This is an optimization exercise on Yosys and OpenROAD, whose aim is a short achievable clock period and few clock cycles per item, not a production implementation. Function was checked by simulation only, so behaviour that the tests miss may differ from the original. Power is estimated from default activity; no workload was simulated.

// pipeline_cpu
module pipeline_cpu (
    input  logic  clock,
    input  logic  rst_n,
    output cpu_pkg::word_t address_imem,
    input  cpu_pkg::word_t q_imem,
    output cpu_pkg::word_t address_dmem,
    output cpu_pkg::word_t data,
    output logic  wren,
    input  cpu_pkg::word_t q_dmem
);
For scale: roughly 8,200 cells after synthesis, ~160 I/O pins.
Settings: LEC_CHECK=0, CAP_MARGIN=20, CELL_PAD_IN_SITES_DETAIL_PLACEMENT=1, CORE_MARGIN=2, CORE_UTILIZATION=35, PLACE_DENSITY=0.45, SETUP_SLACK_MARGIN=5, SLEW_MARGIN=20; clock period 8.5 ns.
run.sh (not shown) runs the stock make flow with config.mk's settings and CLKGATE_MAP_FILE= SYNTH_SCRIPT=/design/flow/synth_recipe.tcl, a recipe that flattens the netlist after the stock synthesis.
Testbench counts at the start, summed over its fixed seeds: cycles 73,827, instrs 69,073.
Edit:
==> flow/flow/run.sh (new file) <==
#!/bin/bash
# The standard layout (standard.sh, unchanged synthesis and steps), with
# one change: the port buffers that global placement inserts on every input
# and output are plain sky130_fd_sc_hd__buf_4 cells instead of the delay
# buffer buffer_ports picks by default. make's full output goes to
# flow_make.log in the work folder; ORFS keeps each step's own log under
# orfs/logs.
set -uo pipefail
bash standard.sh 'BUFFER_PORTS_ARGS=-buffer_cell sky130_fd_sc_hd__buf_4' finish > flow_make.log 2>&1
rc=$?
tail -40 flow_make.log
exit $rc
==> flow/standard.sh (new file) <==
#!/bin/bash
# synth_recipe.tcl (not shown) runs the flow's synth.tcl, then flattens the netlist and writes it again
# the make line also repeats each setting of config.mk as NAME=value (left out here)
make -C /OpenROAD-flow-scripts/flow DESIGN_CONFIG=/design/flow/config.mk WORK_HOME=/design/flow/orfs CLKGATE_MAP_FILE= SYNTH_SCRIPT=/design/flow/synth_recipe.tcl "${@:-finish}"
CORE_UTILIZATION = 40   (was 35)
PLACE_DENSITY = 0.5   (was 0.45)
removed: flow/run.sh
Result: Design area drops slightly. Hold slack improves by 0.013 ns. Sequential cell count is unchanged. Utilization climbs by 5.1 points. Total power drops by a few percent. Via count barely changes. Die area drops by roughly a tenth.
Edit:
==> flow/run.sh (new file) <==
#!/bin/bash
# synth_recipe.tcl (not shown) runs the flow's synth.tcl, then flattens the netlist and writes it again
# the make line also repeats each setting of config.mk as NAME=value (left out here)
make -C /OpenROAD-flow-scripts/flow DESIGN_CONFIG=/design/flow/config.mk WORK_HOME=/design/flow/orfs CLKGATE_MAP_FILE= SYNTH_SCRIPT=/design/flow/synth_recipe.tcl finish
removed: flow/flow/run.sh
removed: flow/standard.sh
- The changed run went through all stages and came out clean
- global-route usage climbs by 0.27 points
- non-clock buffer count went up by 40
- maximum frequency climbs by a few percent
- clock power climbs slightly
- final area went up slightly
- wire length climbs slightly
- count of clock-buffer cells in the layout goes up by 7
- sequential power hardly moves
- critical path depth is lower by 1
- via count barely changes

---

Another version of the RTL of pipeline_cpu (not shown whole).
Size in the first run: about 1,800 flip-flops, about 91,000 um^2 of cells after synthesis.
Settings: LEC_CHECK=0, CAP_MARGIN=20, CELL_PAD_IN_SITES_DETAIL_PLACEMENT=1, CORE_MARGIN=2, CORE_UTILIZATION=40, PLACE_DENSITY=0.5, SETUP_SLACK_MARGIN=5, SLEW_MARGIN=20; clock period 8.5 ns.
standard.sh (not shown) runs the stock make flow with config.mk's settings and CLKGATE_MAP_FILE= SYNTH_SCRIPT=/design/flow/synth_recipe.tcl, a recipe that flattens the netlist after the stock synthesis.
==> flow/flow/run.sh <==
#!/bin/bash
# The standard layout (standard.sh, unchanged synthesis and steps), with
# one change: the port buffers that global placement inserts on every input
# and output are plain sky130_fd_sc_hd__buf_4 cells instead of the delay
# buffer buffer_ports picks by default. make's full output goes to
# flow_make.log in the work folder; ORFS keeps each step's own log under
# orfs/logs.
set -uo pipefail
bash standard.sh 'BUFFER_PORTS_ARGS=-buffer_cell sky130_fd_sc_hd__buf_4' finish > flow_make.log 2>&1
rc=$?
tail -40 flow_make.log
exit $rc
The starting point finished with timing, DRC and antenna clean.
Testbench counts at the start, summed over its fixed seeds: cycles 73,827, instrs 69,073.
Next try:
==> flow/run.sh (new file) <==
#!/bin/bash
# synth_recipe.tcl (not shown) runs the flow's synth.tcl, then flattens the netlist and writes it again
# the make line also repeats each setting of config.mk as NAME=value (left out here)
make -C /OpenROAD-flow-scripts/flow DESIGN_CONFIG=/design/flow/config.mk WORK_HOME=/design/flow/orfs CLKGATE_MAP_FILE= SYNTH_SCRIPT=/design/flow/synth_recipe.tcl finish
removed: flow/flow/run.sh
removed: flow/standard.sh
The new run completed without violations.
Count of clock-buffer cells in the layout is higher by 3.
Sequential share of layout area hardly moves.
Die area does not change.

re-timing with driven ports:
The results above use ideal ports. As a check the final layouts listed here were re-extracted and re-timed, cells and wires unchanged.
Step 1 (the two cells are an assumption about what drives the block):
set clk [get_ports {clock}]
set_driving_cell -lib_cell sky130_fd_sc_hd__clkbuf_16 $clk
set_driving_cell -lib_cell sky130_fd_sc_hd__buf_2 [delete_from_list [all_inputs] $clk]
Step 2 moves the port delays by t, midway between the first and last clock arrival at a register: inputs arrive t later, outputs are due t later. That takes back most of the time a late clock gives input paths.
Three values: ideal ports, drivers, drivers and shift; two values: the first two.
run	shift t [ns]	slack for setup (ns)	latest minus earliest clock arrival (ns)	slew at the worst register clock pin (ns)
the first run of note 1	0.950	4.848 / 4.856 / 3.933	0.113 / 0.113	0.07 / 0.07
the second run of note 1	0.964	4.565 / 4.565 / 3.890	0.065 / 0.065	0.07 / 0.07
the third run of note 1	0.958	4.784 / 4.784 / 3.949	0.089 / 0.089	0.07 / 0.07
the first run of note 2	0.966	4.704 / 4.704 / 3.889	0.052 / 0.052	0.07 / 0.07
the second run of note 2	0.967	4.604 / 4.604 / 3.714	0.054 / 0.054	0.07 / 0.07
After both steps every run listed still meets setup and hold. The setup slack of the first run of note 1, which loses most, moves by +0.008 ns with the drivers and by -0.915 ns with both steps.
